Context: an optimization exercise on an open-source flow, tuned for small area, a short achievable clock period and few clock cycles per item. The choices shown serve that exercise and are no tape-out recipe. In this exercise RTL edits were held to simulation tests only and were not proved equivalent to the original. Power figures rest on the tool's default switching activity, not on a simulated workload.

==> design.v <==
package sqd_pkg;
   localparam int STEPS = 16;
   localparam int STEP_W = 4;
   localparam int KEY_W = 16;
   localparam int LEN_W = 16;
   localparam int CH_W = 3;
   localparam int NOTE_W = 7;
   localparam int NOTE_VALUES = 128;
   localparam int CV_W = 12;
   localparam int CV_MAX = 4095;
   localparam int NOTE_TOP = 119;
   localparam int COUNT_W = 8;
   localparam int CSR_DATA_W = 16;
   localparam int DEFAULT_CHANNELS = 8;
   localparam int DEFAULT_SETTLE_READS = 5;
   localparam logic [LEN_W-1:0] RESET_STEP_LENGTH = 16'd600;
   localparam logic [KEY_W-1:0] SCAN_IDLE = 16'hffff;
   typedef enum logic [1:0] {
      MODE_SCAN  = 2'd0,
      MODE_TICK  = 2'd1,
      MODE_WRITE = 2'd2
   } mode_type;
   typedef enum logic [1:0] {
      CSR_STEP_LENGTH  = 2'd0,
      CSR_RUN_ENABLE   = 2'd1,
      CSR_EDIT_CHANNEL = 2'd2
   } csr_index_type;
   typedef struct packed {
      logic [1:0] mode;
      logic [KEY_W-1:0] scan_bits;
      logic [CH_W-1:0] wr_channel;
      logic [STEP_W-1:0] wr_step;
      logic [NOTE_W-1:0] wr_note;
      logic wr_enabled;
   } req_item_type;
   typedef struct packed {
      logic advanced;
      logic [STEP_W-1:0] step_index;
      logic [CV_W-1:0] cv_first;
      logic [CV_W-1:0] cv_second;
      logic gate_first;
      logic gate_second;
      logic gate_drum;
      logic [STEPS-1:0] led_mask;
      logic [KEY_W-1:0] keys_down;
   } rsp_item_type;
endpackage
module sqd_cv_rom (
   input  logic [sqd_pkg::NOTE_W-1:0] note,
   output logic [sqd_pkg::CV_W-1:0] cv
);
   function automatic logic [128*9-1:0] low_table();
      logic [128*9-1:0] t;
      logic [31:0] v;
      for (int n = 0; n < 128; n++) begin
         v = (n * 4095) / 119;
         if (v > 4095) v = 4095;
         v = v - 32 * n;
         t[n*9 +: 9] = v[8:0];
      end
      low_table = t;
   endfunction
   localparam logic [128*9-1:0] LOW = low_table();
   logic [8:0] low;
   assign low = LOW[note*9 +: 9];
   assign cv = {note + {3'b0, low[8:5]}, low[4:0]};
endmodule
module step_sequencer_with_key_debounce_top #(
   parameter int CHANNELS = sqd_pkg::DEFAULT_CHANNELS,
   parameter int SETTLE_READS = sqd_pkg::DEFAULT_SETTLE_READS
) (
   input  logic clock,
   input  logic reset,
   input  logic req_valid,
   output logic req_ready,
   input  logic [1:0] req_mode,
   input  logic [sqd_pkg::KEY_W-1:0] req_scan_bits,
   input  logic [sqd_pkg::CH_W-1:0] req_wr_channel,
   input  logic [sqd_pkg::STEP_W-1:0] req_wr_step,
   input  logic [sqd_pkg::NOTE_W-1:0] req_wr_note,
   input  logic req_wr_enabled,
   output logic rsp_valid,
   input  logic rsp_ready,
   output logic rsp_advanced,
   output logic [sqd_pkg::STEP_W-1:0] rsp_step_index,
   output logic [sqd_pkg::CV_W-1:0] rsp_cv_first,
   output logic [sqd_pkg::CV_W-1:0] rsp_cv_second,
   output logic rsp_gate_first,
   output logic rsp_gate_second,
   output logic rsp_gate_drum,
   output logic [sqd_pkg::STEPS-1:0] rsp_led_mask,
   output logic [sqd_pkg::KEY_W-1:0] rsp_keys_down,
   input  logic csr_valid,
   output logic csr_ready,
   input  logic [1:0] csr_index,
   input  logic [sqd_pkg::CSR_DATA_W-1:0] csr_data
);
   localparam int STEPS = sqd_pkg::STEPS;
   localparam int STEP_W = sqd_pkg::STEP_W;
   localparam int LEN_W = sqd_pkg::LEN_W;
   localparam int KEY_W = sqd_pkg::KEY_W;
   localparam int NOTE_W = sqd_pkg::NOTE_W;
   localparam int CH_W = sqd_pkg::CH_W;
   localparam logic [sqd_pkg::COUNT_W-1:0] SETTLE_LAST = sqd_pkg::COUNT_W'(SETTLE_READS - 1);
   function automatic logic [1:0] compare(input logic [LEN_W-1:0] a, input logic [LEN_W-1:0] b);
      logic [LEN_W-1:0] gt, eq;
      gt = a & ~b;
      eq = ~(a ^ b);
      for (int w = 1; w < LEN_W; w = w * 2) begin
         for (int i = 0; i + w < LEN_W; i = i + 2 * w) begin
            gt[i] = gt[i + w] | (eq[i + w] & gt[i]);
            eq[i] = eq[i + w] & eq[i];
         end
      end
      compare = {gt[0], eq[0]};
   endfunction
   logic move;
   logic accept;
   logic [1:0] skid_mode, s0_mode;
   logic [KEY_W-1:0] port_pay, skid_pay, s0_pay;
   logic skid_valid, s0_valid;
   assign csr_ready = 1'b1;
   assign req_ready = !skid_valid;
   assign accept = req_valid && !skid_valid;
   assign port_pay = (req_mode == 2'd0) ? req_scan_bits
                                        : {1'b0, req_wr_channel, req_wr_step, req_wr_note, req_wr_enabled};
   always_ff @(posedge clock) begin
      if (reset) begin
         skid_valid <= 1'b0;
         s0_valid <= 1'b0;
      end else if (move) begin
         skid_valid <= 1'b0;
         s0_valid <= skid_valid || accept;
      end else if (accept) begin
         skid_valid <= 1'b1;
      end
   end
   always_ff @(posedge clock) begin
      if (!move && !skid_valid) begin
         skid_mode <= req_mode;
         skid_pay <= port_pay;
      end
      if (move) begin
         s0_mode <= skid_valid ? skid_mode : req_mode;
         s0_pay <= skid_valid ? skid_pay : port_pay;
      end
   end
   logic [KEY_W-1:0] s0_scan_bits;
   logic [CH_W-1:0] s0_wr_channel;
   logic [STEP_W-1:0] s0_wr_step;
   logic [NOTE_W-1:0] s0_wr_note;
   logic s0_wr_enabled;
   assign s0_scan_bits = s0_pay;
   assign {s0_wr_channel, s0_wr_step, s0_wr_note, s0_wr_enabled} = s0_pay[14:0];
   logic [LEN_W-1:0] step_length_ff;
   logic run_enable_ff;
   logic [CH_W-1:0] edit_channel_ff;
   logic [STEPS-1:0] rows_ff [CHANNELS];
   logic [NOTE_W-1:0] notes0_ff [STEPS];
   logic [NOTE_W-1:0] notes1_ff [STEPS];
   logic [STEP_W-1:0] step_ff;
   logic [LEN_W-1:0] elapsed_ff;
   logic [KEY_W-1:0] last_scan_ff;
   logic [sqd_pkg::COUNT_W-1:0] count_ff;
   logic [KEY_W-1:0] settled_ff;
   logic advanced_ff;
   logic [NOTE_W-1:0] cur0_ff, cur1_ff;
   logic pend_ff;
   logic apply;
   logic is_scan, is_tick, is_write;
   logic same_scan, settle;
   logic [STEPS-1:0] wr_hot;
   assign apply = move && s0_valid;
   assign is_scan = (s0_mode == 2'd0);
   assign is_tick = (s0_mode == 2'd1);
   assign is_write = (s0_mode == 2'd2);
   assign same_scan = (s0_scan_bits == last_scan_ff);
   assign settle = is_scan && same_scan && (count_ff == SETTLE_LAST);
   assign wr_hot = STEPS'(1) << s0_wr_step;
   logic [1:0] cmp;
   logic over0, over1, advance;
   logic [LEN_W-1:0] diff0, diff1, elapsed_inc, elapsed_next;
   assign cmp = compare(elapsed_ff, step_length_ff);
   assign over0 = cmp[1];
   assign over1 = (cmp[1] || cmp[0]) && (elapsed_ff != '1);
   assign advance = run_enable_ff && (is_tick ? over1 : over0);
   assign diff0 = elapsed_ff - step_length_ff;
   assign diff1 = diff0 + 1'b1;
   assign elapsed_inc = elapsed_ff + 1'b1;
   always_comb begin
      if (advance) elapsed_next = is_tick ? diff1 : diff0;
      else elapsed_next = is_tick ? elapsed_inc : elapsed_ff;
   end
   always_ff @(posedge clock) begin
      if (reset) begin
         step_length_ff <= sqd_pkg::RESET_STEP_LENGTH;
         run_enable_ff <= 1'b1;
         edit_channel_ff <= '0;
      end else if (csr_valid) begin
         case (csr_index)
            2'd0: step_length_ff <= csr_data[LEN_W-1:0];
            2'd1: run_enable_ff <= csr_data[0];
            2'd2: edit_channel_ff <= csr_data[CH_W-1:0];
            default: begin
            end
         endcase
      end
   end
   logic [STEP_W-1:0] step_plus1;
   assign step_plus1 = step_ff + 1'b1;
   always_ff @(posedge clock) begin
      if (reset) begin
         step_ff <= '0;
         elapsed_ff <= '0;
         last_scan_ff <= sqd_pkg::SCAN_IDLE;
         count_ff <= '0;
         settled_ff <= '0;
         advanced_ff <= 1'b0;
      end else if (apply) begin
         advanced_ff <= advance;
         if (advance) step_ff <= step_plus1;
         elapsed_ff <= elapsed_next;
         if (is_scan) begin
            if (same_scan) begin
               count_ff <= count_ff + 1'b1;
            end else begin
               last_scan_ff <= s0_scan_bits;
               count_ff <= '0;
            end
         end
         if (settle) settled_ff <= ~s0_scan_bits;
      end
   end
   logic [STEPS-1:0] row_col;
   logic row_bit_write, row_bit_flip;
   assign row_col = is_write ? wr_hot : (settled_ff & s0_scan_bits);
   assign row_bit_write = !reset && is_write && s0_wr_enabled;
   assign row_bit_flip = !reset && !is_write;
   for (genvar c = 0; c < CHANNELS; c++) begin : g_row
      logic row_en;
      assign row_en = reset || (apply && ((is_write && (32'(s0_wr_channel) == c))
                                          || (settle && (32'(edit_channel_ff) == c))));
      always_ff @(posedge clock) begin
         for (int s = 0; s < STEPS; s++) begin
            if (row_en && (reset || row_col[s]))
               rows_ff[c][s] <= row_bit_write || (row_bit_flip && !rows_ff[c][s]);
         end
      end
   end
   logic [NOTE_W-1:0] cur0_next, cur1_next;
   logic hit_here, hit_next;
   assign hit_here = is_write && (s0_wr_step == step_ff);
   assign hit_next = is_write && (s0_wr_step == step_plus1);
   always_comb begin
      if (advance) begin
         cur0_next = (hit_next && s0_wr_channel == 3'd0) ? s0_wr_note : notes0_ff[step_plus1];
         cur1_next = (hit_next && s0_wr_channel == 3'd1) ? s0_wr_note : notes1_ff[step_plus1];
      end else begin
         cur0_next = (hit_here && s0_wr_channel == 3'd0) ? s0_wr_note : cur0_ff;
         cur1_next = (hit_here && s0_wr_channel == 3'd1) ? s0_wr_note : cur1_ff;
      end
   end
   always_ff @(posedge clock) begin
      if (reset) begin
         cur0_ff <= '0;
         cur1_ff <= '0;
      end else if (apply) begin
         cur0_ff <= cur0_next;
         cur1_ff <= cur1_next;
      end
   end
   logic [NOTE_W-1:0] note_wdata;
   logic note_wr0, note_wr1;
   assign note_wdata = reset ? '0 : s0_wr_note;
   assign note_wr0 = reset || (apply && is_write && (s0_wr_channel == 3'd0));
   assign note_wr1 = reset || (apply && is_write && (s0_wr_channel == 3'd1));
   always_ff @(posedge clock) begin
      for (int s = 0; s < STEPS; s++) begin
         if (note_wr0 && (reset || wr_hot[s])) notes0_ff[s] <= note_wdata;
         if (note_wr1 && (reset || wr_hot[s])) notes1_ff[s] <= note_wdata;
      end
   end
   sqd_pkg::rsp_item_type result, rsp_ff;
   logic rsp_valid_ff;
   logic [sqd_pkg::CV_W-1:0] cv_first, cv_second;
   assign move = !rsp_valid_ff || rsp_ready;
   sqd_cv_rom u_cv_first (.note(cur0_ff), .cv(cv_first));
   sqd_cv_rom u_cv_second (.note(cur1_ff), .cv(cv_second));
   always_comb begin
      result.advanced = advanced_ff;
      result.step_index = step_ff;
      result.cv_first = cv_first;
      result.cv_second = cv_second;
      result.gate_first = rows_ff[0][step_ff];
      result.gate_second = rows_ff[1][step_ff];
      result.gate_drum = step_ff[0];
      result.led_mask = rows_ff[edit_channel_ff] ^ (STEPS'(1) << step_ff);
      result.keys_down = settled_ff;
   end
   always_ff @(posedge clock) begin
      if (reset) begin
         pend_ff <= 1'b0;
         rsp_valid_ff <= 1'b0;
      end else if (move) begin
         pend_ff <= s0_valid;
         rsp_valid_ff <= pend_ff;
      end
      if (move) rsp_ff <= result;
   end
   assign rsp_valid = rsp_valid_ff;
   assign rsp_advanced = rsp_ff.advanced;
   assign rsp_step_index = rsp_ff.step_index;
   assign rsp_cv_first = rsp_ff.cv_first;
   assign rsp_cv_second = rsp_ff.cv_second;
   assign rsp_gate_first = rsp_ff.gate_first;
   assign rsp_gate_second = rsp_ff.gate_second;
   assign rsp_gate_drum = rsp_ff.gate_drum;
   assign rsp_led_mask = rsp_ff.led_mask;
   assign rsp_keys_down = rsp_ff.keys_down;
endmodule
==> flow/run.sh <==
#!/bin/bash
# Standard layout, with timing repair aiming past the clock period: repair_timing keeps
# working until every path has 7 ns of setup slack at the 10 ns clock.
set -euo pipefail
export SETUP_SLACK_MARGIN=7
bash standard.sh > standard.log 2>&1
==> standard.sh <==
#!/bin/bash
# synth_recipe.tcl (not shown) runs the flow's synth.tcl, then flattens the netlist and writes it again
# the make line also repeats each setting of config.mk as NAME=value (left out here)
make -C /OpenROAD-flow-scripts/flow DESIGN_CONFIG=/design/flow/config.mk WORK_HOME=/design/flow/orfs CLKGATE_MAP_FILE= SYNTH_SCRIPT=/design/flow/synth_recipe.tcl "${@:-finish}"
==> config.mk <==
export PLATFORM = sky130hd
export DESIGN_NAME = step_sequencer_with_key_debounce_top
export DESIGN_NICKNAME = step_sequencer_with_key_debounce_top
export VERILOG_FILES = /design/flow/design.v
export SDC_FILE = /design/flow/constraint.sdc
export NUM_CORES = 4
export LEC_CHECK = 0
export CAP_MARGIN = 20
export CORE_MARGIN = 2
export CORE_UTILIZATION = 65
export SLEW_MARGIN = 20
export TNS_END_PERCENT = 100
==> constraint.sdc <==
create_clock -name core_clock -period 10.0 [get_ports {clock}]
set_input_delay 2.0000 -clock core_clock [delete_from_list [all_inputs] [get_ports {clock}]]
set_output_delay 2.0000 -clock core_clock [all_outputs]
set_load 0.01 [all_outputs]
==> results of run 1 <==
[layout by cell type, fill, tap and decap left out, drive strengths merged, types with 11 or more instances in the layout]
| master | instances |
|---|---|
| a211o | 29 |
| a211oi | 58 |
| a21o | 28 |
| a21oi | 164 |
| a221oi | 22 |
| a22o | 11 |
| a22oi | 94 |
| a311oi | 12 |
| a31oi | 21 |
| and2 | 12 |
| and3 | 28 |
| buf | 253 |
| clkbuf | 77 |
| clkdlybuf4s50 | 51 |
| clkinv | 19 |
| dfxtp | 99 |
| edfxtp | 451 |
| ha | 60 |
| inv | 55 |
| mux2 | 46 |
| mux2i | 35 |
| mux4 | 19 |
| nand2 | 164 |
| nand2b | 39 |
| nand3 | 36 |
| nand4 | 24 |
| nor2 | 328 |
| nor2b | 49 |
| nor3 | 26 |
| nor4 | 12 |
| o211ai | 18 |
| o21ai | 219 |
| o22ai | 16 |
| xnor2 | 30 |
| xor2 | 46 |
[final timing paths]
kind / cells after the start / startpoint / slack, ns / endpoint
max: 13 / rsp_ready / 6.57 / rows_ff[2][7]$_DFFE_PP_
min: 2 / step_length_ff[11]$_SDFFE_PP0P_ / 0.45 / step_length_ff[11]$_SDFFE_PP0P_
max reg2reg: 11 / s0_pay[10]$_DFFE_PN_ / 6.70 / rows_ff[2][7]$_DFFE_PP_
min reg2reg: 2 / step_length_ff[11]$_SDFFE_PP0P_ / 0.45 / step_length_ff[11]$_SDFFE_PP0P_
[power breakdown]
part	total, mW	internal, mW	switching (mW)
registers	2.83	2.69	0.143
clock network	2.26	1.33	0.938
logic	1.74	0.714	1.03
total	6.84	4.73	2.11
[cells by family after synthesis]
| kind of cell | share of synthesized area (%) |
|---|---|
| flip-flops | 55.7 |
| multiplexers | 4.65 |
| XOR/XNOR | 2.47 |
| AND/OR/NAND/NOR | 12.7 |
| adder cells (fa/ha/maj) | 2.91 |
| buffers and inverters | 3.88 |
| other | 0.0134 |
| AO/OA/AOI/OAI | 17.7 |
[metal layers]
| metal | GRT usage [%] | wire length [um] |
|---|---|---|
| met1 | 52.6 | 32500 |
| met2 | 54.7 | 38800 |
| met3 | 6.68 | 11300 |
| met4 | 14.0 | 3810 |
| met5 | 0 | 10 |
[critical path: stages]
cell      delay [ns]
buf_6           0.07
nand2b_4        0.16
nand2_8         0.07
nor3_4          0.19
nand2_2         0.10
nor3_4          0.23
buf_12          0.14
buf_4           0.10
buf_8           0.12
a221oi_4        0.07
buf_4           0.19
buf_6           0.15
nor2_1          0.15
[final cells by class]
class	instances	area share (%)
Sequential cell	550	44.1
Antenna cell	2	0.0142
Clock buffer	71	4.24
Inverter	58	0.716
Clock inverter	33	1.35
Tap cell	539	1.91
Timing Repair Buffer	319	9.82
Timing Repair inverter	1	0.0142
Multi-Input combinational cell	1756	37.8
[state kept, by name (all words and copies together) (netlist names)]
register and flops:
advanced_ff 1, count_ff 8, cur0_ff 7, cur1_ff 7, edit_channel_ff 3, elapsed_ff 16, last_scan_ff 16, notes0_ff 112
notes1_ff 112, pend_ff 1, rows_ff 128, rsp_ff 63, rsp_valid_ff 1, run_enable_ff 1, s0_mode 2, s0_pay 16
s0_valid 1, settled_ff 16, skid_mode 2, skid_pay 16, skid_valid 1, step_ff 4, step_length_ff 16
[stage by stage]
| stage | setup slack (ns) | cells |
|---|---|---|
| floorplan | 5.90 | 2570 |
| global placement | 4.52 | 3050 |
| detailed placement | 4.43 | 3050 |
| CTS | 6.70 | 3252 |
| global route | 6.52 | 3327 |
| finish | 6.57 | 3329 |
[what timing repair did]
action | 4_1_cts | 5_1_grt
buffers inserted | 85 | 68
gates cloned | 13 | 7
gates resized for setup | 555 | 190
pin swaps | 45 | 57
endpoints found under the setup margin | 959 | 654
hold buffers | 0 | 0
==> results.py, run 1 <==
metrics = {
    "outcome": {
        "outcome": "timing/DRC/antenna clean",
    },
    "sta": {
        "clock_skew_ns": 0.0287,
        "final-hold-violation-count": 0,
        "worst_pin_slew_ns": 1.15,
        "rsz0062_at_grt": "true",
        "slew_headroom_pct": 23.6,
        "period_share_pct": 34.3,
        "tns_ns": 0,
        "hold_slack_ns": 0.455,
        "layout_min_cycle_time_ns": 3.43,
        "finalMaxSlewViolations": 0,
        "max_freq_mhz": 292,
        "setup_viol": 0,
    },
    "pwr": {
        "power_density_nw_per_um2": 194,
        "vdd_drop_max_mv": 0.155,
        "power.leakage_nw": 12.6,
        "p_total_mw": 6.84,
    },
    "worst_setup_path": {
        "endpoint_kind": "flip-flop",
        "crit_arrival_ns": 3.77,
        "critPathMaxFanout": 8,
        "critical_path_required_ns": 10.34,
        "crit_type": "input port to flip-flop",
        "cp-start-kind": "input port",
    },
    "grt": {
        "grt_pass1_wl_um": 124000,
        "grt_max_degree": 129,
        "groute.usage.overall_pct": 36.3,
        "grt_overflow": 0,
        "grt_pass1_vias": 21100,
        "grt_antenna_before_repair": 2,
    },
    "detailed_routing": {
        "routedWlPerCell_um": 26.0,
        "first_pass_iters": 9,
        "viasPerCell": 6.99,
        "drtAntennaViolNets": 0,
        "drt_wl_total_um": 86400,
        "num_vias": 23300,
        "drc": 0,
        "first_iter_violations": 3466,
    },
    "placed_design": {
        "gp_congestion": 0.903,
        "portBuffers": 121,
        "dpl_cell_area_um2": 29700,
        "place_hpwl_um": 48000,
    },
    "logic_synthesis": {
        "synth_edf_count": 451,
        "synth_cells": 2570,
        "yosysTopAreaCellShare_pct": 48.6,
        "synth_seq_cells": 550,
        "synth-seq-area-share_pct": 55.7,
        "synth_cell_types": 92,
        "synth_nets": 2689,
        "yosys-top-cells-area": "edfxtp_1 49%, dfxtp_1 7.1%, nor2_1 4.4%",
        "ys_top_cells_by_count": "451 x edfxtp_1, 328 x nor2_1, 218 x o21ai_0",
        "synthArstFlopShare_pct": 0,
        "yosysMostFrequentCell": "edfxtp_1",
        "yosysTopAreaCell": "edfxtp_1",
        "yosys_warnings": 4,
        "netlist_area_um2": 27900,
        "synth_area_per_cell_um2": 10.9,
        "synth_ff_type": "edfxtp_1",
    },
    "floorplanning": {
        "coreArea_um2": 42100,
        "start_util_pct": 66.2,
        "die_w_um": 211,
        "dieArea_um2": 44600,
        "num_io_pins": 123,
        "rows": 75,
        "die_y_um": 211,
    },
    "clock_tree": {
        "clk_latency_ns": 0.64,
        "h-tree-depth": 2,
        "clockBufferDepth": 3,
        "path_clk_slew_ns": 0.06,
        "cts_tree": "yes",
        "cts_buffers": 56,
        "root_buffer": "clkbuf_16",
        "cts_sinks": 550,
    },
    "final_layout": {
        "nNetsFinal": 2861,
        "design_area_um2": 35300,
        "multi_input_area_um2": 13300,
        "seqCellArea_um2": 15600,
        "num-fill-cells": 2190,
        "areaGrowthSynthToFinish_pct": 26.5,
        "drive_above_1_share_pct": 27.5,
        "utilization_pct": 83.7,
    },
    "worst_hold_path": {
        "hold_path_class": "flip-flop to flip-flop",
    },
    "run": {
        "maxCapViolations": 0,
    },
}
Testbench counts, summed over its fixed seeds: cycles 19,296, items 19,200.
==> run 2, diff against run 1 <==
==> flow/run.sh (replaced) <==
#!/bin/bash
# Standard layout with three changes to how it is made:
#  - timing repair aims past the clock period: repair_timing works until every path has
#    6.6 ns of setup slack at the 10 ns clock;
#  - every port still gets its own buffer, but the smallest one (buf_1);
#  - clock tree sinks are clustered up to 25 per leaf buffer, with no dummy loads.
set -euo pipefail
export SETUP_SLACK_MARGIN=6.6
export BUFFER_PORTS_ARGS="-buffer_cell sky130_fd_sc_hd__buf_1"
export CTS_ARGS="-sink_clustering_enable -repair_clock_nets -sink_clustering_size 25 -sink_clustering_max_diameter 60 -dont_use_dummy_load"
bash standard.sh > standard.log 2>&1
==> results.py, run 2 <==
metrics = {
    "clock_tree": {
        "root_buffer": "clkbuf_16",
        "h-tree-depth": 2,
        "clockBufferDepth": 3,
        "clk_latency_ns": 0.61,
        "cts_tree": "yes",
        "cts_hold_buf": 0,
        "path_clk_slew_ns": 0.07,
        "cts_sinks": 550,
        "cts_buffers": 40,
    },
    "logic_synthesis": {
        "synth_area_per_cell_um2": 10.9,
        "synth_nets": 2689,
        "yosysTopAreaCell": "edfxtp_1",
        "synth-seq-area-share_pct": 55.7,
        "yosysTopAreaCellShare_pct": 48.6,
        "yosys-top-cells-area": "edfxtp_1 49%, dfxtp_1 7.1%, nor2_1 4.4%",
        "synth_cells": 2570,
        "netlist_area_um2": 27900,
        "synth_seq_cells": 550,
        "yosysMostFrequentCell": "edfxtp_1",
        "synth_edf_count": 451,
        "yosys_warnings": 4,
        "synthArstFlopShare_pct": 0,
        "synth_cell_types": 92,
        "ys_top_cells_by_count": "451 x edfxtp_1, 328 x nor2_1, 218 x o21ai_0",
        "synth_ff_type": "edfxtp_1",
    },
    "detailed_routing": {
        "routedWlPerCell_um": 24.1,
        "drt_wl_total_um": 75300,
        "first_iter_violations": 2694,
        "viasPerCell": 6.84,
        "first_pass_iters": 6,
        "drtAntennaViolNets": 0,
        "num_vias": 21300,
        "drc": 0,
    },
    "worst_hold_path": {
        "worstHoldStart": "step_length_ff[8]$_SDFFE_PP0P_",
        "hold_path_class": "flip-flop to flip-flop",
        "holdPathStages": 2,
        "min_to": "step_length_ff[8]$_SDFFE_PP0P_",
    },
    "floorplanning": {
        "dieArea_um2": 44600,
        "die_w_um": 211,
        "die_y_um": 211,
        "start_util_pct": 66.2,
        "rows": 75,
        "num_io_pins": 123,
        "coreArea_um2": 42100,
    },
    "worst_setup_path": {
        "endpoint_kind": "flip-flop",
        "crit_arrival_ns": 3.74,
        "crit_type": "input port to flip-flop",
        "r2r_cells": 7,
        "rr_startpoint": "edit_channel_ff[0]$_SDFFE_PP0P_",
        "cp-start-kind": "input port",
        "critPathMaxFanout": 8,
        "critical_path_buf_inv_count": 3,
        "critical_path_required_ns": 10.32,
        "critPathMaxStageDelay_ns": 0.28,
        "path_cells": "buf_1 > nand2b_4 > buf_4 > and2_1 > and3_4 > a31o_2 > a31oi_4 > clkbuf_16 > nor2_1",
        "cpMaxStageDelayCell": "a31o_2",
        "cpLargestDelayFamily": "simple AND/OR/NAND/NOR gates",
        "reg2reg_slack_ns": 6.68,
        "reg2reg_to": "rsp_ff[29]$_DFFE_PN_",
    },
    "pwr": {
        "power_density_nw_per_um2": 186,
        "vdd_drop_max_mv": 0.177,
        "power.leakage_nw": 10.4,
        "p_total_mw": 5.66,
    },
    "sta": {
        "setup_viol": 0,
        "layout_min_cycle_time_ns": 3.42,
        "finalMaxSlewViolations": 0,
        "worst_pin_slew_ns": 1.18,
        "period_share_pct": 34.2,
        "final-hold-violation-count": 0,
        "slew_headroom_pct": 21.3,
        "max_freq_mhz": 292,
        "tns_ns": 0,
        "clock_skew_ns": 0.0699,
        "rsz0062_at_grt": "true",
    },
    "grt": {
        "groute.usage.overall_pct": 33.4,
        "grt_antenna_before_repair": 0,
        "grt_max_degree": 129,
        "grt_pass1_vias": 19800,
        "grt_overflow": 0,
        "grt_pass1_wl_um": 114000,
    },
    "final_layout": {
        "utilization_pct": 72.3,
        "drive_above_1_share_pct": 13.1,
        "largest_reg_flops": 128,
        "nNetsFinal": 2700,
        "areaGrowthSynthToFinish_pct": 9.31,
        "fin_cells": 3118,
        "top_regs": "rows_ff (128), notes0_ff (112), notes1_ff (112)",
        "diodes": 0,
        "design_area_um2": 30500,
        "regMostFlops": "rows_ff",
        "layout_commonest_cell": "edfxtp_1",
        "final_cell_mix": "451 x edfxtp_1, 260 x nor2_1, 218 x o21ai_0",
    },
    "placed_design": {
        "dpl_cell_area_um2": 28900,
        "place_hpwl_um": 48800,
        "portBuffers": 121,
        "gp_congestion": 0.941,
        "dp.cells": 3050,
    },
    "run": {
        "maxCapViolations": 0,
    },
    "outcome": {
        "outcome": "timing/DRC/antenna clean",
    },
}
==> run 2: per-layer routing <==
metal / vias up / part of all wire, % / GRT usage (%) / wire, um
met2: 1299 / 46 / 51.8 / 34400
met1: 10300 / 41 / 48.3 / 30800
met5: - / 0 / 0 / 0
met4: 0 / 3.0 / 10.5 / 2240
met3: 166 / 10 / 6.10 / 7830
li1: 9556 / - / - / -
==> run 2: worst register-to-register path: stages, from the launching register on <==
cell     delay [ns]
dfxtp_2        0.67
buf_4          0.50
inv_1          0.39
nor2_2         0.58
a22o_1         0.25
a221o_1        0.22
o21ai_0        0.23
xor2_1         0.23
==> run 2: worst max path at each step <==
stage | start | end | slack (ns) | cells past startpoint
after detailed placement | rsp_ready | rows_ff[0][10]$_DFFE_PP_ | 5.15 | 7
after CTS | step_ff[3]$_SDFFE_PP0P_ | cur0_ff[5]$_SDFFE_PP0P_ | 6.61 | 7
final | rsp_ready | rows_ff[7][2]$_DFFE_PP_ | 6.58 | 9
after global placement | rsp_ready | rows_ff[0][7]$_DFFE_PP_ | 5.25 | 7
after floorplan | rsp_ready | rows_ff[7][9]$_DFFE_PP_ | 5.89 | 10
after global routing | cur1_ff[1]$_SDFFE_PP0P_ | rsp_ff[46]$_DFFE_PN_ | 6.44 | 15
==> run 2: timing repair <==
item,in CTS,in global routing
setup buffers,9,14
cloned,2,3
resized for setup,27,68
pin swaps,6,4
endpoints found under the setup margin,734,376
endpoints found under the hold margin,0,0
==> run 2: cells by family after synthesis <==
kind of cell	Yosys count	synth area share, %
flops	550	55.7
fa+ha+maj	63	2.91
mux	100	4.65
compound gates	754	17.7
buf+inv	267	3.88
xor+xnor	76	2.47
simple gates	759	12.7
other cells	1	0.0134
==> run 2: report_power, final <==
| group | leakage, nW | switching, mW | internal [mW] |
|---|---|---|---|
| Combinational | 4.65 | 0.900 | 0.506 |
| Sequential | 5.29 | 0.130 | 2.68 |
| Clock | 0.493 | 0.738 | 0.707 |
| Total | 10.4 | 1.77 | 3.90 |
==> run 2: layout make-up <==
| type | count | area, um^2 |
|---|---|---|
| multi-input combinational | 1756 | 12000 |
| timing repair buffer | 175 | 1010 |
| tap | 539 | 674 |
| fill | 3018 | 11700 |
| inverter | 58 | 228 |
| sequential | 550 | 15500 |
| clock buffer | 40 | 1000 |
==> run 2: per-stage QoR <==
stage / hold slack, ns / worst slack, ns
floorplan: 0.403 / 5.89
global placement: 0.443 / 5.25
detailed placement: 0.448 / 5.15
CTS: 0.456 / 6.61
global route: 0.479 / 6.44
finish: 0.451 / 6.58
==> run 3, diff against run 2 <==
==> flow/run.sh (replaced) <==
#!/bin/bash
# Standard layout with three changes to how it is made:
#  - timing repair aims past the clock period: repair_timing works until every path has
#    6.6 ns of setup slack at the 10 ns clock;
#  - every port still gets its own buffer, but the smallest one (buf_1);
#  - the clock tree uses clkbuf_8 buffers, clustering up to 14 sinks per leaf buffer,
#    with no dummy loads.
set -euo pipefail
export SETUP_SLACK_MARGIN=6.6
export BUFFER_PORTS_ARGS="-buffer_cell sky130_fd_sc_hd__buf_1"
export CTS_ARGS="-sink_clustering_enable -repair_clock_nets -sink_clustering_size 14 -sink_clustering_max_diameter 60 -dont_use_dummy_load -buf_list sky130_fd_sc_hd__clkbuf_8"
bash standard.sh > standard.log 2>&1
==> results.py, run 3 <==
metrics = {
    "sta": {
        "period_share_pct": 33.6,
        "worst_slack_ns": 6.64,
        "layout_min_cycle_time_ns": 3.36,
        "setup_viol": 0,
        "max_freq_mhz": 298,
        "final-hold-violation-count": 0,
        "slew_headroom_pct": 31.8,
        "worst_pin_slew_ns": 1.02,
        "finalMaxSlewViolations": 0,
        "hold_slack_ns": 0.456,
        "rsz0062_at_grt": "true",
        "clock_skew_ns": 0.102,
        "tns_ns": 0,
    },
    "worst_setup_path": {
        "rr_startpoint": "elapsed_ff[0]$_SDFFE_PP0P_",
        "endpoint_kind": "flip-flop",
        "critPathMaxFanout": 8,
        "r2r_cells": 12,
        "critical_path_required_ns": 10.39,
        "reg2reg_to": "elapsed_ff[15]$_SDFFE_PP0P_",
        "crit_arrival_ns": 3.74,
        "cp-start-kind": "input port",
        "crit_type": "input port to flip-flop",
        "reg2reg_slack_ns": 6.75,
    },
    "detailed_routing": {
        "drc": 0,
        "num_vias": 21400,
        "first_iter_violations": 2592,
        "drt_wl_total_um": 75700,
        "drtAntennaViolNets": 0,
        "viasPerCell": 6.81,
        "routedWlPerCell_um": 24.1,
        "first_pass_iters": 7,
    },
    "final_layout": {
        "num-fill-cells": 3074,
        "top_regs": "rows_ff (128), notes0_ff (112), notes1_ff (112)",
        "layout_commonest_cell": "edfxtp_1",
        "regMostFlops": "rows_ff",
        "nNetsFinal": 2724,
        "final_cell_mix": "451 x edfxtp_1, 264 x nor2_1, 218 x o21ai_0",
        "drive_above_1_share_pct": 14.1,
        "fin_cells": 3142,
        "largest_reg_flops": 128,
        "areaGrowthSynthToFinish_pct": 8.55,
        "diodes": 0,
    },
    "run": {
        "maxCapViolations": 0,
    },
    "clock_tree": {
        "path_clk_slew_ns": 0.09,
        "clockBufferDepth": 3,
        "clk_latency_ns": 0.70,
        "cts_tree": "yes",
        "h-tree-depth": 2,
        "cts_sinks": 550,
        "cts_buffers": 49,
        "root_buffer": "clkbuf_8",
        "cts_hold_buf": 0,
    },
    "logic_synthesis": {
        "yosysTopAreaCellShare_pct": 48.6,
        "synth_cell_types": 92,
        "synth_seq_cells": 550,
        "synthArstFlopShare_pct": 0,
        "yosysTopAreaCell": "edfxtp_1",
        "yosys-top-cells-area": "edfxtp_1 49%, dfxtp_1 7.1%, nor2_1 4.4%",
        "synth-seq-area-share_pct": 55.7,
        "synth_cells": 2570,
        "synth_ff_type": "edfxtp_1",
        "synth_area_per_cell_um2": 10.9,
        "yosys_warnings": 4,
        "synth_nets": 2689,
        "yosysMostFrequentCell": "edfxtp_1",
        "ys_top_cells_by_count": "451 x edfxtp_1, 328 x nor2_1, 218 x o21ai_0",
        "synth_edf_count": 451,
        "netlist_area_um2": 27900,
    },
    "grt": {
        "busiest_layer": "met2",
        "gr-usage-met3_pct": 5.92,
        "grt_pass1_wl_um": 115000,
        "grt_pass1_vias": 19800,
        "grt_antenna_before_repair": 0,
        "grt_overflow": 0,
        "grt_util_met1_pct": 48.2,
        "groute.usage.overall_pct": 33.4,
        "met2_usage_pct": 51.2,
        "grt_max_degree": 129,
    },
    "pwr": {
        "power_density_nw_per_um2": 178,
        "power.leakage_nw": 10.3,
        "vdd_drop_max_mv": 0.143,
    },
    "outcome": {
        "outcome": "timing/DRC/antenna clean",
    },
    "placed_design": {
        "place_ws_ns": 5.15,
        "gp_congestion": 0.941,
        "place_hpwl_um": 48800,
        "dp.cells": 3050,
        "portBuffers": 121,
    },
    "floorplanning": {
        "start_util_pct": 66.2,
        "rows": 75,
        "dieArea_um2": 44600,
        "num_io_pins": 123,
        "die_w_um": 211,
        "coreArea_um2": 42100,
        "die_y_um": 211,
    },
    "worst_hold_path": {
        "hold_path_class": "flip-flop to flip-flop",
        "holdPathStages": 2,
        "min_to": "step_length_ff[8]$_SDFFE_PP0P_",
        "worstHoldStart": "step_length_ff[8]$_SDFFE_PP0P_",
    },
}
## run 3: cell counts after synthesis
Identical to the previous run, type by type.
## run 3: logic make-up after synthesis
logic type / after synthesis / synth area share (%)
simple gates: 759 / 12.7
compound gates: 754 / 17.7
flops: 550 / 55.7
buf+inv: 267 / 3.88
mux: 100 / 4.65
xor+xnor: 76 / 2.47
fa+ha+maj: 63 / 2.91
other cells: 1 / 0.0134
## run 3: worst max-delay path by stage
stage                                     from                        to  slack, ns  cells past startpoint
floorplan                            rsp_ready   rows_ff[7][9]$_DFFE_PP_       5.89                     10
global placement                     rsp_ready   rows_ff[0][7]$_DFFE_PP_       5.25                      7
detailed placement                   rsp_ready  rows_ff[0][10]$_DFFE_PP_       5.15                      7
CTS                 elapsed_ff[6]$_SDFFE_PP0P_   cur1_ff[4]$_SDFFE_PP0P_       6.56                     10
global route           step_ff[0]$_SDFFE_PP0P_   cur1_ff[4]$_SDFFE_PP0P_       6.55                     10
finish                               rsp_ready   rows_ff[7][5]$_DFFE_PP_       6.64                      8
## run 3: layout make-up
cell class / instances / area (um^2) / area share (%)
Sequential cell: 550 / 15500 / 51.3
Timing Repair Buffer: 189 / 1140 / 3.75
Multi-Input combinational cell: 1757 / 12000 / 39.7
Tap cell: 539 / 674 / 2.23
Clock buffer: 49 / 674 / 2.23
Inverter: 58 / 235 / 0.777
## run 3: worst max-delay path, stage by stage
cell and delay, ns:
buf_6 0.10, nand2b_4 0.18, and2_1 0.26, and3_1 0.32, a31o_2 0.32, a31oi_4 0.26
clkbuf_16 0.24, nor2_1 0.05
## run 3: power breakdown
group	internal, mW	switching, mW	leakage (nW)
logic	0.519	0.908	4.70
registers	2.68	0.129	5.29
clock network	0.436	0.714	0.352
## run 3: what timing repair did
item | CTS | global route
pin swaps | 6 | 5
buffers inserted | 8 | 29
gates resized for setup | 28 | 68
endpoints found under the setup margin | 545 | 540
endpoints found under the hold margin | 0 | 0
cloned | 3 | 3
## run 3: metrics by stage
stage | instance area (um^2) | power [mW] | util [%]
after detailed placement | 28900 | 4.19 | 68.5
final | 30300 | 5.39 | 71.8
after global routing | 30300 | 5.61 | 71.8
after global placement | 28900 | 4.15 | 68.5
after CTS | 29700 | 5.31 | 70.6
after floorplan | 28500 | 3.81 | -
## run 3: routing by layer
metal / share of wire [%] / vias to the layer above
li1: - / 9594
met2: 45 / 1262
met1: 41 / 10400
met3: 11 / 200
met4: 3.7 / 0
met5: 0 / -
==> run 4, diff against run 3 <==
--- a/design.v
+++ b/design.v
@@ -136,7 +136,7 @@
       end
    end
    always_ff @(posedge clock) begin
-      if (!move && !skid_valid) begin
+      if (!skid_valid) begin
          skid_mode <= req_mode;
          skid_pay <= port_pay;
       end
==> results.py, run 4 <==
metrics = {
    "outcome": {
        "outcome": "timing/DRC/antenna clean",
    },
    "logic_synthesis": {
        "ys_top_cells_by_count": "433 x edfxtp_1, 352 x nor2_1, 263 x o21ai_0",
        "yosys_warnings": 4,
        "synth_cells": 2651,
        "synth_cell_types": 91,
        "yosys-top-cells-area": "edfxtp_1 46%, dfxtp_1 8.3%, nor2_1 4.7%",
        "yosysTopAreaCell": "edfxtp_1",
        "synth_area_per_cell_um2": 10.6,
        "synth_nets": 2770,
        "synth_ff_type": "edfxtp_1",
        "yosysMostFrequentCell": "edfxtp_1",
        "synth-seq-area-share_pct": 54.7,
        "synth_edf_count": 433,
        "synth_seq_cells": 550,
        "yosysTopAreaCellShare_pct": 46.4,
        "synthArstFlopShare_pct": 0,
        "netlist_area_um2": 28100,
    },
    "final_layout": {
        "drive_above_1_share_pct": 12.8,
        "layout_commonest_cell": "edfxtp_1",
        "areaGrowthSynthToFinish_pct": 7.97,
        "utilization_pct": 70.8,
        "nNetsFinal": 2806,
        "diodes": 0,
        "final_cell_mix": "433 x edfxtp_1, 298 x nor2_1, 262 x o21ai_0",
        "top_regs": "rows_ff (128), notes0_ff (112), notes1_ff (112)",
        "largest_reg_flops": 128,
        "regMostFlops": "rows_ff",
    },
    "detailed_routing": {
        "routedWlPerCell_um": 24.5,
        "viasPerCell": 6.84,
        "drtAntennaViolNets": 0,
        "drc": 0,
        "drt_wl_total_um": 79100,
        "first_iter_violations": 3156,
        "first_pass_iters": 8,
        "num_vias": 22100,
    },
    "grt": {
        "grt_pass1_vias": 20100,
        "grt_antenna_before_repair": 1,
        "grt_pass1_wl_um": 117000,
        "grt_overflow": 0,
        "groute.usage.overall_pct": 34.2,
        "grt_max_degree": 93,
    },
    "worst_setup_path": {
        "cpLargestDelayFamily": "compound AO/OA/AOI/OAI gates",
        "cpMaxStageDelayCell": "a31oi_1",
        "critPathMaxStageDelay_ns": 0.77,
        "rr_startpoint": "step_ff[0]$_SDFFE_PP0P_",
        "critical_path_buf_inv_count": 2,
        "critPathMaxFanout": 92,
        "reg2reg_to": "cur0_ff[2]$_SDFFE_PP0P_",
        "cp-start-kind": "input port",
        "reg2reg_slack_ns": 6.70,
        "crit_type": "input port to flip-flop",
        "endpoint_kind": "flip-flop",
        "r2r_cells": 12,
        "crit_arrival_ns": 3.87,
        "path_cells": "clkbuf_4 > buf_12 > a31oi_1 > a21o_1 > nor2_1",
        "critical_path_required_ns": 10.44,
    },
    "placed_design": {
        "portBuffers": 121,
        "place_hpwl_um": 49700,
        "gp_congestion": 0.927,
        "place_ws_ns": 4.83,
    },
    "sta": {
        "hold_slack_ns": 0.462,
        "max_freq_mhz": 291,
        "finalMaxSlewViolations": 0,
        "worst_slack_ns": 6.56,
        "setup_viol": 0,
        "slew_headroom_pct": 30.9,
        "worst_pin_slew_ns": 1.04,
        "rsz0062_at_grt": "true",
        "period_share_pct": 34.4,
        "layout_min_cycle_time_ns": 3.44,
        "clock_skew_ns": 0.0930,
        "final-hold-violation-count": 0,
        "tns_ns": 0,
    },
    "clock_tree": {
        "cts_sinks": 550,
        "clk_latency_ns": 0.71,
        "cts_buffers": 49,
        "clockBufferDepth": 3,
        "h-tree-depth": 2,
        "path_clk_slew_ns": 0.09,
        "cts_hold_buf": 0,
        "cts_tree": "yes",
        "root_buffer": "clkbuf_8",
    },
    "worst_hold_path": {
        "holdPathStages": 2,
        "min_to": "step_length_ff[11]$_SDFFE_PP0P_",
        "worstHoldStart": "step_length_ff[11]$_SDFFE_PP0P_",
        "hold_path_class": "flip-flop to flip-flop",
    },
    "pwr": {
        "vdd_drop_max_mv": 0.160,
        "power.leakage_nw": 10.6,
        "power_density_nw_per_um2": 179,
    },
    "floorplanning": {
        "dieArea_um2": 44800,
        "start_util_pct": 65.6,
        "coreArea_um2": 42800,
        "die_w_um": 212,
        "die_y_um": 212,
        "num_io_pins": 123,
        "rows": 76,
    },
    "run": {
        "maxCapViolations": 0,
    },
}
run 4: cell types whose count changed in the layout (fill, tap and decap cells not counted), sizes merged, moves of 19 or more:
cell    previous run  this run
a211o             29         2
a211oi            58        39
a222oi             3        23
o21ai            219       266
a31oi             21        40
nand2b            42        17
nor2             328       352
nand2            164       210
nor2b             49        29
mux2i             35        97
a22oi             94        20
a21oi            164       183
run 4: power breakdown:
part / total (mW) / internal, mW / switching (mW) / leakage [nW]
sequential: 2.80 / 2.68 / 0.125 / 5.28
combinational: 1.46 / 0.517 / 0.943 / 4.97
clock: 1.16 / 0.436 / 0.724 / 0.352
run 4: cell families (layout without fill, tap and decap cells):
family / Yosys count / in the layout / synth area share (%)
muxes: 151 / 151 / 6.59
AOI/OAI and AO/OA: 755 / 757 / 17.0
adders and majority gates: 63 / 63 / 2.89
and+or+nand+nor: 783 / 786 / 12.4
xor gates and xnor gates: 78 / 78 / 2.46
other: 1 / 1 / 0.0134
buffers and inverters: 270 / 299 / 3.96
DFF: 550 / 550 / 54.7
run 4: tightest hold or removal path, delay by kind of cell (launching register included):
| kind | cells | cell delay (ns) |
|---|---|---|
| AOI/OAI and AO/OA | 1 | 0.06 |
| and+or+nand+nor | 1 | 0.05 |
| DFF | 1 | 0.31 |
run 4: layer usage:
layer | GRT usage [%] | share of wire, % | up-vias
met5 | 0 | 0 | -
li1 | - | - | 9853
met3 | 5.53 | 10 | 185
met4 | 11.8 | 3.3 | 0
met1 | 48.9 | 41 | 10700
met2 | 53.4 | 46 | 1386
run 4: worst max path at each step:
stage	startpoint	endpoint	slack (ns)	cells past startpoint
floorplan	rsp_ready	rows_ff[2][9]$_DFFE_PP_	5.74	12
global placement	rsp_ready	rows_ff[0][10]$_DFFE_PP_	4.89	8
detailed placement	rsp_ready	rows_ff[0][4]$_DFFE_PP_	4.83	8
CTS	step_ff[0]$_SDFFE_PP0P_	cur0_ff[2]$_SDFFE_PP0P_	6.58	12
global route	step_ff[0]$_SDFFE_PP0P_	cur0_ff[2]$_SDFFE_PP0P_	6.57	12
finish	reset	rows_ff[5][12]$_DFFE_PP_	6.56	5
run 4: per-stage QoR:
| step | std cells | instance area (um^2) | power, mW |
|---|---|---|---|
| after floorplan | 2651 | 28400 | 3.82 |
| after global placement | 3142 | 28900 | 4.17 |
| after detailed placement | 3143 | 28900 | 4.20 |
| after CTS | 3202 | 29900 | 5.35 |
| after global routing | 3231 | 30300 | 5.64 |
| final | 3231 | 30300 | 5.42 |
run 4: layout make-up:
type / instances / area (um^2)
flip-flops and latches: 550 / 15400
fillers: 3194 / 12500
multi-input cells: 1836 / 12200
repair buffers: 185 / 1080
well taps: 546 / 683
clock buffers: 49 / 674
inverters: 61 / 272
repair inverters: 4 / 31.3
run 4: what timing repair did:
item                                    in CTS  in global routing
pin swaps                                    3                 11
gates resized for setup                     58                 35
cloned                                       5                  7
endpoints found under the setup margin     529                209
buffers inserted                             5                 22
Testbench counts of run 4, summed over its fixed seeds: cycles 19,296, items 19,200.
==> run 5, diff against run 4 <==
--- a/design.v
+++ b/design.v
@@ -136,7 +136,7 @@
       end
    end
    always_ff @(posedge clock) begin
-      if (!skid_valid) begin
+      if (!move && !skid_valid) begin
          skid_mode <= req_mode;
          skid_pay <= port_pay;
       end
--- a/config.mk
+++ b/config.mk
@@ -7,6 +7,6 @@
 export LEC_CHECK = 0
 export CAP_MARGIN = 20
 export CORE_MARGIN = 2
-export CORE_UTILIZATION = 65
+export CORE_UTILIZATION = 72
 export SLEW_MARGIN = 20
 export TNS_END_PERCENT = 100
==> results.py, run 5 <==
metrics = {
    "pwr": {
        "comb_power_share_pct": 26.9,
        "power.leakage_nw": 10.4,
        "p_switching_mw": 1.76,
        "clkPwrFrac_pct": 21.1,
        "sequentialPowerShare_pct": 52.0,
        "power_density_nw_per_um2": 178,
        "intPower_mw": 3.64,
        "vdd_drop_max_mv": 0.144,
        "switching_share_pct": 32.6,
    },
    "detailed_routing": {
        "wl_met2_um": 33700,
        "wl_met1_um": 29000,
        "drc": 0,
        "wl_met3_um": 8920,
        "drtAntennaViolNets": 0,
        "first_pass_iters": 6,
        "num_vias": 21600,
        "routedWlPerCell_um": 23.7,
        "viasPerCell": 6.91,
        "top_layer_used": "met4",
        "first_iter_violations": 2942,
        "drt_wl_total_um": 74300,
    },
    "final_layout": {
        "nNetsFinal": 2734,
        "areaGrowthSynthToFinish_pct": 8.65,
        "final_cell_mix": "451 x edfxtp_1, 270 x nor2_1, 218 x o21ai_0",
        "layout_commonest_cell": "edfxtp_1",
        "num-fill-cells": 2493,
        "drive_above_1_share_pct": 13.5,
        "regMostFlops": "rows_ff",
        "top_regs": "rows_ff (128), notes0_ff (112), notes1_ff (112)",
        "largest_reg_flops": 128,
        "utilization_pct": 78.8,
        "diodes": 0,
    },
    "worst_setup_path": {
        "r2r_cells": 8,
        "crit_type": "flip-flop to flip-flop",
        "critical_path_required_ns": 10.54,
        "crit_arrival_ns": 4.10,
        "cp-start-kind": "flip-flop",
        "endpoint_kind": "flip-flop",
        "critPathMaxFanout": 16,
    },
    "grt": {
        "grt_pass1_wl_um": 112000,
        "grt_pass1_vias": 19800,
        "grt_max_degree": 132,
        "grt_overflow": 0,
        "grt_antenna_before_repair": 0,
        "groute.usage.overall_pct": 35.8,
    },
    "clock_tree": {
        "root_buffer": "clkbuf_8",
        "h-tree-depth": 2,
        "cts_buffers": 48,
        "clk_latency_ns": 0.68,
        "cts_sinks": 550,
        "cts_tree": "yes",
        "clockBufferDepth": 3,
        "path_clk_slew_ns": 0.10,
        "cts_hold_buf": 0,
    },
    "run": {
        "maxCapViolations": 0,
    },
    "logic_synthesis": {
        "ys_top_cells_by_count": "451 x edfxtp_1, 328 x nor2_1, 218 x o21ai_0",
        "yosysTopAreaCell": "edfxtp_1",
        "synth_seq_cells": 550,
        "yosys-top-cells-area": "edfxtp_1 49%, dfxtp_1 7.1%, nor2_1 4.4%",
        "synth_cells": 2570,
        "synth_nets": 2689,
        "yosys_warnings": 4,
        "synthArstFlopShare_pct": 0,
        "synth_ff_type": "edfxtp_1",
        "synth_edf_count": 451,
        "yosysMostFrequentCell": "edfxtp_1",
        "synth-seq-area-share_pct": 55.7,
        "yosysTopAreaCellShare_pct": 48.6,
        "synth_cell_types": 92,
        "synth_area_per_cell_um2": 10.9,
        "netlist_area_um2": 27900,
    },
    "worst_hold_path": {
        "holdPathStages": 0,
        "hold_path_class": "flip-flop to flip-flop",
    },
    "placed_design": {
        "place_hpwl_um": 47300,
        "portBuffers": 121,
        "gp_congestion": 0.908,
    },
    "outcome": {
        "outcome": "timing/DRC/antenna clean",
    },
    "sta": {
        "period_share_pct": 35.6,
        "worst_pin_slew_ns": 1.31,
        "finalMaxSlewViolations": 0,
        "final-hold-violation-count": 0,
        "clock_skew_ns": 0.0707,
        "slew_headroom_pct": 12.8,
        "tns_ns": 0,
        "rsz0062_at_grt": "true",
        "hold_slack_ns": 0.452,
        "max_freq_mhz": 281,
        "setup_viol": 0,
        "layout_min_cycle_time_ns": 3.56,
    },
    "floorplanning": {
        "rows": 72,
        "coreArea_um2": 38500,
        "die_w_um": 201,
        "num_io_pins": 123,
        "dieArea_um2": 40300,
        "die_y_um": 201,
        "start_util_pct": 72.5,
    },
}
-- run 5: cells by family (layout without fill, tap and decap cells) --
family,Yosys count,in the layout,synth area share (%)
flip-flops,550,550,55.7
multiplexers,100,100,4.65
other,1,1,0.0134
AND/OR/NAND/NOR,759,760,12.7
adder cells (fa/ha/maj),63,63,2.91
XOR/XNOR,76,76,2.47
AO/OA/AOI/OAI,754,758,17.7
buffers and inverters,267,305,3.88
-- run 5: power by group through the flow --
stage	combinational [mW]	sequential, mW	clock [mW]
2_1_floorplan	1.00	2.81	0
3_3_place_gp	1.28	2.85	0
3_5_place_dp	1.32	2.86	0
4_1_cts	1.35	2.81	1.14
5_1_grt	1.57	2.82	1.21
6_report	1.45	2.81	1.14
-- run 5: per-stage QoR --
step                      cells  setup WS (ns)  power, mW  instance area (um^2)
after floorplan            2570           5.89       3.81                 28500
final                      3131           6.44       5.40                 30300
after global routing       3131           6.47       5.61                 30300
after global placement     3029           5.20       4.13                 28800
after CTS                  3105           6.61       5.29                 29900
after detailed placement   3029           5.09       4.17                 28800
-- run 5: routing by layer --
layer / GRT usage, % / vias to the layer above
met4: 12.6 / 0
li1: - / 9642
met3: 7.35 / 191
met2: 54.6 / 1450
met5: 0 / -
met1: 51.7 / 10400
-- run 5: area by class of cell --
type / count / area, um^2 / share of cell area (%)
repair buffers: 199 / 1240 / 4.10
inverters: 58 / 231 / 0.764
clock buffers: 48 / 661 / 2.18
well taps: 518 / 648 / 2.14
flip-flops and latches: 550 / 15500 / 51.3
multi-input cells: 1758 / 12000 / 39.5
-- run 5: path summary, 6_finish.rpt --
check,to,from,slack [ns]
setup / recovery,cur0_ff[4]$_SDFFE_PP0P_,step_ff[1]$_SDFFE_PP0P_,6.44
hold / removal,rsp_ff[63]$_DFFE_PN_,advanced_ff$_SDFFE_PP0P_,0.45
setup reg to reg,cur0_ff[4]$_SDFFE_PP0P_,step_ff[1]$_SDFFE_PP0P_,6.44
hold reg to reg,rsp_ff[63]$_DFFE_PN_,advanced_ff$_SDFFE_PP0P_,0.45
-- run 5: repair_timing --
| item | 4_1_cts | 5_1_grt |
|---|---|---|
| pin swaps | 13 | 10 |
| gates resized for setup | 32 | 34 |
| buffers inserted | 23 | 24 |
| endpoints found under the setup margin | 596 | 274 |
| gates cloned | 5 | 1 |
-- run 5: critical path: stages, from the launching register on --
cell and delay [ns]:
dfxtp_2 0.69, ha_1 0.33, ha_4 0.27, xnor2_1 0.15, nor4_2 0.59, nand4_1 0.27, and3_1 0.50, mux2i_1 0.51
o22ai_1 0.16
Testbench counts of run 5, summed over its fixed seeds: cycles 19,296, items 19,200.
==> run 6, diff against run 5 <==
--- a/config.mk
+++ b/config.mk
@@ -7,6 +7,6 @@
 export LEC_CHECK = 0
 export CAP_MARGIN = 20
 export CORE_MARGIN = 2
-export CORE_UTILIZATION = 72
+export CORE_UTILIZATION = 55
 export SLEW_MARGIN = 20
 export TNS_END_PERCENT = 100
==> results.py, run 6 <==
metrics = {
    "detailed_routing": {
        "top_layer_used": "met4",
        "wl_met1_um": 34600,
        "first_iter_violations": 2422,
        "first_pass_iters": 6,
        "drt_wl_total_um": 77900,
        "drc": 0,
        "num_vias": 21100,
        "drtAntennaViolNets": 0,
        "wl_met3_um": 6370,
        "routedWlPerCell_um": 23.7,
        "wl_met2_um": 35400,
        "viasPerCell": 6.41,
    },
    "clock_tree": {
        "root_buffer": "clkbuf_8",
        "path_clk_slew_ns": 0.09,
        "cts_hold_buf": 0,
        "clk_latency_ns": 0.68,
        "h-tree-depth": 2,
        "cts_sinks": 550,
        "clockBufferDepth": 3,
        "cts_tree": "yes",
        "cts_buffers": 50,
    },
    "sta": {
        "setup_viol": 0,
        "clock_skew_ns": 0.0917,
        "max_freq_mhz": 291,
        "final-hold-violation-count": 0,
        "finalMaxSlewViolations": 0,
        "layout_min_cycle_time_ns": 3.44,
        "period_share_pct": 34.4,
        "worst_slack_ns": 6.56,
        "worst_pin_slew_ns": 1.16,
        "rsz0062_at_grt": "true",
        "tns_ns": 0,
        "slew_headroom_pct": 22.6,
    },
    "logic_synthesis": {
        "synth_cell_types": 92,
        "synthArstFlopShare_pct": 0,
        "yosysMostFrequentCell": "edfxtp_1",
        "synth_cells": 2570,
        "yosys_warnings": 4,
        "netlist_area_um2": 27900,
        "synth_area_per_cell_um2": 10.9,
        "synth_nets": 2689,
        "synth-seq-area-share_pct": 55.7,
        "yosysTopAreaCell": "edfxtp_1",
        "yosysTopAreaCellShare_pct": 48.6,
        "synth_edf_count": 451,
        "synth_ff_type": "edfxtp_1",
        "synth_seq_cells": 550,
        "yosys-top-cells-area": "edfxtp_1 49%, dfxtp_1 7.1%, nor2_1 4.4%",
        "ys_top_cells_by_count": "451 x edfxtp_1, 328 x nor2_1, 218 x o21ai_0",
    },
    "final_layout": {
        "layout_commonest_cell": "edfxtp_1",
        "top_regs": "rows_ff (128), notes0_ff (112), notes1_ff (112)",
        "design_area_um2": 30600,
        "num-fill-cells": 4244,
        "nNetsFinal": 2734,
        "regMostFlops": "rows_ff",
        "final_cell_mix": "451 x edfxtp_1, 267 x nor2_1, 218 x o21ai_0",
        "multi_input_area_um2": 12000,
        "drive_above_1_share_pct": 14.2,
        "areaGrowthSynthToFinish_pct": 9.56,
        "seqCellArea_um2": 15500,
        "largest_reg_flops": 128,
    },
    "pwr": {
        "p_switching_mw": 1.78,
        "intPower_mw": 3.67,
        "power.leakage_nw": 10.4,
        "switching_share_pct": 32.6,
        "comb_power_share_pct": 27.0,
        "sequentialPowerShare_pct": 51.5,
        "clkPwrFrac_pct": 21.5,
        "vdd_drop_max_mv": 0.129,
        "power_density_nw_per_um2": 178,
    },
    "worst_setup_path": {
        "critPathMaxStageDelay_ns": 0.88,
        "cpLargestDelayFamily": "compound AO/OA/AOI/OAI gates",
        "cp-start-kind": "input port",
        "critPathMaxFanout": 68,
        "critical_path_required_ns": 10.41,
        "crit_arrival_ns": 3.85,
        "endpoint_kind": "flip-flop",
        "critical_path_buf_inv_count": 1,
        "crit_type": "input port to flip-flop",
        "cpMaxStageDelayCell": "a21oi_1",
        "path_cells": "clkbuf_8 > a21oi_1 > a21o_1 > nor2_1",
    },
    "outcome": {
        "outcome": "timing/DRC/antenna clean",
    },
    "run": {
        "maxCapViolations": 0,
    },
    "placed_design": {
        "portBuffers": 121,
        "dpl_cell_area_um2": 29000,
        "place_ws_ns": 4.73,
        "gp_congestion": 0.890,
        "place_hpwl_um": 50100,
    },
    "floorplanning": {
        "die_w_um": 229,
        "start_util_pct": 55.7,
        "die_y_um": 229,
        "dieArea_um2": 52500,
        "rows": 82,
        "coreArea_um2": 50100,
        "num_io_pins": 123,
    },
    "grt": {
        "grt_max_degree": 132,
        "groute.usage.overall_pct": 29.0,
        "grt_pass1_vias": 19500,
        "grt_antenna_before_repair": 1,
        "grt_pass1_wl_um": 118000,
        "grt_overflow": 0,
    },
    "worst_hold_path": {
        "hold_path_class": "flip-flop to flip-flop",
    },
}
==> run 6: cell count changes in the layout (fill, tap and decap cells not counted), moves of 2 or more <==
cell	delta
and3_1	-8
and3_2	+2
and3_4	+6
clkbuf_8	+3
ha_1	-2
ha_2	+2
nor2_1	-3
nor2_2	+4
==> run 6: timing repair <==
item / 4_1_cts / 5_1_grt
buffers inserted: 18 / 30
resized for setup: 39 / 50
pin swaps: 10 / 11
cloned: 4 / 0
endpoints found under the setup margin: 769 / 145
==> run 6: cells by family after synthesis <==
family / after synthesis / share of synthesized area, %
xor gates and xnor gates: 76 / 2.47
muxes: 100 / 4.65
and+or+nand+nor: 759 / 12.7
buffers and inverters: 267 / 3.88
adders and majority gates: 63 / 2.91
AOI/OAI and AO/OA: 754 / 17.7
other: 1 / 0.0134
DFF: 550 / 55.7
==> run 6: metrics by stage <==
| stage | utilization [%] | cells | power [mW] | hold slack [ns] |
|---|---|---|---|---|
| 6_report | 61.0 | 3286 | 5.45 | 0.448 |
| 5_1_grt | 61.0 | 3286 | 5.70 | 0.473 |
| 4_1_cts | 60.1 | 3255 | 5.38 | 0.454 |
| 3_5_place_dp | 58.0 | 3183 | 4.21 | 0.436 |
| 3_3_place_gp | 58.0 | 3183 | 4.18 | 0.440 |
| 2_1_floorplan | - | 2570 | 3.81 | 0.403 |
==> run 6: area by class of cell <==
cell class                 count  area share (%)
sequential                   550            50.9
multi-input combinational   1757            39.4
timing repair buffer         198            3.97
tap                          672            2.75
clock buffer                  50            2.25
inverter                      58           0.770
antenna                        1         0.00819
==> run 6: worst paths after layout <==
| kind | from | end | slack (ns) | cells after the start |
|---|---|---|---|---|
| worst max-delay path | reset | rows_ff[2][0]$_DFFE_PP_ | 6.56 | 4 |
| worst min-delay path | pend_ff$_SDFFE_PP0N_ | rsp_valid_ff$_SDFFE_PP0N_ | 0.45 | 2 |
| worst max register to register | step_ff[1]$_SDFFE_PP0P_ | cur0_ff[5]$_SDFFE_PP0P_ | 6.67 | 10 |
| worst min register to register | pend_ff$_SDFFE_PP0N_ | rsp_valid_ff$_SDFFE_PP0N_ | 0.45 | 2 |
==> run 6: layer usage <==
| layer | GRT usage, % | vias up |
|---|---|---|
| li1 | - | 9646 |
| met1 | 43.4 | 10400 |
| met5 | 0 | - |
| met3 | 4.56 | 103 |
| met2 | 44.8 | 905 |
| met4 | 6.76 | 0 |
==> run 6: worst min-delay path, cell delays in order, from the launching register on <==
cell	delay, ns
dfxtp_1	0.30
inv_1	0.07
a21oi_1	0.06
==> run 6: power by group through the flow <==
stage          clock network (mW)  registers (mW)  logic [mW]
6_report                     1.17            2.81        1.47
5_1_grt                      1.27            2.83        1.60
4_1_cts                      1.19            2.81        1.38
3_5_place_dp                    0            2.86        1.35
3_3_place_gp                    0            2.85        1.33
2_1_floorplan                   0            2.81        1.00
==> run 7, diff against run 6 <==
==> flow/run.sh (replaced) <==
#!/bin/bash
# Standard layout with three changes to how it is made:
#  - timing repair aims past the clock period: repair_timing works until every path has
#    6.7 ns of setup slack at the 10 ns clock;
#  - every port still gets its own buffer, but the smallest one (buf_1);
#  - the clock tree uses clkbuf_8 buffers, clustering up to 14 sinks per leaf buffer,
#    with no dummy loads.
set -euo pipefail
export SETUP_SLACK_MARGIN=6.7
export BUFFER_PORTS_ARGS="-buffer_cell sky130_fd_sc_hd__buf_1"
export CTS_ARGS="-sink_clustering_enable -repair_clock_nets -sink_clustering_size 14 -sink_clustering_max_diameter 60 -dont_use_dummy_load -buf_list sky130_fd_sc_hd__clkbuf_8"
bash standard.sh > standard.log 2>&1
--- a/config.mk
+++ b/config.mk
@@ -7,6 +7,6 @@
 export LEC_CHECK = 0
 export CAP_MARGIN = 20
 export CORE_MARGIN = 2
-export CORE_UTILIZATION = 55
+export CORE_UTILIZATION = 65
 export SLEW_MARGIN = 20
 export TNS_END_PERCENT = 100
==> results.py, run 7 <==
metrics = {
    "logic_synthesis": {
        "synth_edf_count": 451,
        "synth-seq-area-share_pct": 55.7,
        "synth_area_per_cell_um2": 10.9,
        "netlist_area_um2": 27900,
        "synthArstFlopShare_pct": 0,
        "synth_cell_types": 92,
        "yosys-top-cells-area": "edfxtp_1 49%, dfxtp_1 7.1%, nor2_1 4.4%",
        "synth_nets": 2689,
        "yosys_warnings": 4,
        "synth_cells": 2570,
        "yosysTopAreaCellShare_pct": 48.6,
        "ys_top_cells_by_count": "451 x edfxtp_1, 328 x nor2_1, 218 x o21ai_0",
        "synth_seq_cells": 550,
        "yosysTopAreaCell": "edfxtp_1",
        "yosysMostFrequentCell": "edfxtp_1",
        "synth_ff_type": "edfxtp_1",
    },
    "grt": {
        "grt_pass1_wl_um": 112000,
        "grt_max_degree": 129,
        "grt_pass1_vias": 19400,
        "grt_overflow": 0,
        "grt_antenna_before_repair": 2,
        "groute.usage.overall_pct": 32.9,
    },
    "worst_hold_path": {
        "holdPathStages": 0,
        "hold_path_class": "flip-flop to flip-flop",
        "min_to": "rsp_ff[63]$_DFFE_PN_",
        "worstHoldStart": "advanced_ff$_SDFFE_PP0P_",
    },
    "pwr": {
        "comb_power_share_pct": 26.9,
        "switching_share_pct": 32.9,
        "sequentialPowerShare_pct": 51.8,
        "intPower_mw": 3.65,
        "power_density_nw_per_um2": 177,
        "power.leakage_nw": 10.4,
        "vdd_drop_max_mv": 0.138,
        "p_switching_mw": 1.78,
        "clkPwrFrac_pct": 21.3,
    },
    "final_layout": {
        "regMostFlops": "rows_ff",
        "nNetsFinal": 2725,
        "drive_above_1_share_pct": 15.3,
        "fin_cells": 3145,
        "layout_commonest_cell": "edfxtp_1",
        "largest_reg_flops": 128,
        "top_regs": "rows_ff (128), notes0_ff (112), notes1_ff (112)",
        "design_area_um2": 30600,
        "areaGrowthSynthToFinish_pct": 9.90,
        "final_cell_mix": "451 x edfxtp_1, 247 x nor2_1, 218 x o21ai_0",
    },
    "detailed_routing": {
        "num_vias": 21500,
        "first_iter_violations": 2704,
        "viasPerCell": 6.83,
        "routedWlPerCell_um": 24.1,
        "drtAntennaViolNets": 0,
        "first_pass_iters": 8,
        "drt_wl_total_um": 75900,
        "drc": 0,
    },
    "sta": {
        "clock_skew_ns": 0.0840,
        "max_freq_mhz": 298,
        "period_share_pct": 33.6,
        "worst_pin_slew_ns": 1.14,
        "tns_ns": 0,
        "final-hold-violation-count": 0,
        "hold_slack_ns": 0.409,
        "slew_headroom_pct": 24.3,
        "rsz0062_at_grt": "true",
        "finalMaxSlewViolations": 0,
        "setup_viol": 0,
        "layout_min_cycle_time_ns": 3.36,
    },
    "placed_design": {
        "gp_congestion": 0.909,
        "dpl_cell_area_um2": 28900,
        "portBuffers": 121,
        "dp.cells": 3046,
        "place_hpwl_um": 48000,
    },
    "clock_tree": {
        "clockBufferDepth": 3,
        "clk_latency_ns": 0.69,
        "cts_sinks": 550,
        "h-tree-depth": 2,
        "cts_tree": "yes",
        "cts_buffers": 49,
        "cts_hold_buf": 0,
        "path_clk_slew_ns": 0.10,
        "root_buffer": "clkbuf_8",
    },
    "worst_setup_path": {
        "endpoint_kind": "primary output",
        "r2r_cells": 9,
        "critical_path_required_ns": 8.00,
        "cp-start-kind": "flip-flop",
        "cpLargestDelayFamily": "flip-flops",
        "rr_startpoint": "step_ff[0]$_SDFFE_PP0P_",
        "path_cells": "clkbuf_2",
        "critical_path_buf_inv_count": 1,
        "reg2reg_to": "cur0_ff[4]$_SDFFE_PP0P_",
        "cpMaxStageDelayCell": "edfxtp_1",
        "reg2reg_slack_ns": 6.78,
        "crit_arrival_ns": 1.36,
        "critPathMaxFanout": 1,
        "critPathMaxStageDelay_ns": 0.49,
        "crit_type": "flip-flop to primary output",
    },
    "floorplanning": {
        "num_io_pins": 123,
        "dieArea_um2": 44600,
        "die_y_um": 211,
        "coreArea_um2": 42100,
        "die_w_um": 211,
        "rows": 75,
        "start_util_pct": 66.2,
    },
    "outcome": {
        "outcome": "timing/DRC/antenna clean",
    },
    "run": {
        "maxCapViolations": 0,
    },
}
## run 7: how the worst max path moves through the flow
stage | cells past startpoint | end | from | slack, ns
after floorplan | 10 | rows_ff[7][9]$_DFFE_PP_ | rsp_ready | 5.89
after global placement | 5 | rows_ff[6][3]$_DFFE_PP_ | reset | 5.01
after detailed placement | 5 | rows_ff[2][15]$_DFFE_PP_ | reset | 4.86
after CTS | 1 | rsp_keys_down[11] | rsp_ff[11]$_DFFE_PN_ | 6.63
after global routing | 12 | rows_ff[6][1]$_DFFE_PP_ | rsp_ready | 6.61
final | 1 | rsp_keys_down[11] | rsp_ff[11]$_DFFE_PN_ | 6.64
## run 7: layer usage
layer	global-route usage, %	wire (um)	vias to the layer above
met5	0	0	-
met1	48.9	31600	10400
met4	9.79	2210	0
li1	-	-	9616
met2	49.4	34000	1295
met3	6.29	8070	170
## run 7: layout make-up
| type | instances | area (um^2) |
|---|---|---|
| flip-flops and latches | 550 | 15500 |
| multi-input cells | 1756 | 12300 |
| fillers | 2963 | 11500 |
| repair buffers | 191 | 1260 |
| clock buffers | 49 | 674 |
| well taps | 539 | 674 |
| inverters | 58 | 231 |
| diodes | 2 | 5.00 |
## run 7: kinds of logic (layout without fill, tap and decap cells)
| group | Yosys count | count (layout) | synth area share, % |
|---|---|---|---|
| buffers and inverters | 267 | 298 | 3.88 |
| AOI/OAI and AO/OA | 754 | 755 | 17.7 |
| other | 1 | 3 | 0.0134 |
| adders and majority gates | 63 | 63 | 2.91 |
| DFF | 550 | 550 | 55.7 |
| and+or+nand+nor | 759 | 761 | 12.7 |
| muxes | 100 | 100 | 4.65 |
| xor gates and xnor gates | 76 | 76 | 2.47 |
## run 7: timing repair
item                       in CTS  in global routing
buffers inserted               19                 22
pin swaps                       6                  7
cloned                          2                  5
setup endpoints to repair     758                274
resized for setup              53                106
## run 7: stage by stage
step	utilization (%)	total power [mW]	setup WS, ns
final	72.7	5.43	6.64
after detailed placement	68.5	4.18	4.86
after global routing	72.7	5.64	6.61
after global placement	68.4	4.15	5.01
after floorplan	-	3.81	5.89
after CTS	71.0	5.32	6.63
## run 7: power by group through the flow
stage | sequential [mW] | combinational (mW) | clock [mW]
floorplan | 2.81 | 1.01 | 0
global placement | 2.85 | 1.29 | 0
detailed placement | 2.86 | 1.33 | 0
CTS | 2.81 | 1.35 | 1.16
global route | 2.83 | 1.58 | 1.24
finish | 2.81 | 1.46 | 1.16

Check on run 7: ideal ports give 6.641 ns setup slack; a clkbuf_16 on the clock port and buf_2 on the inputs give 6.581 ns; moving port delays by the midpoint clock arrival (0.708 ns) as well gives 5.976 ns.
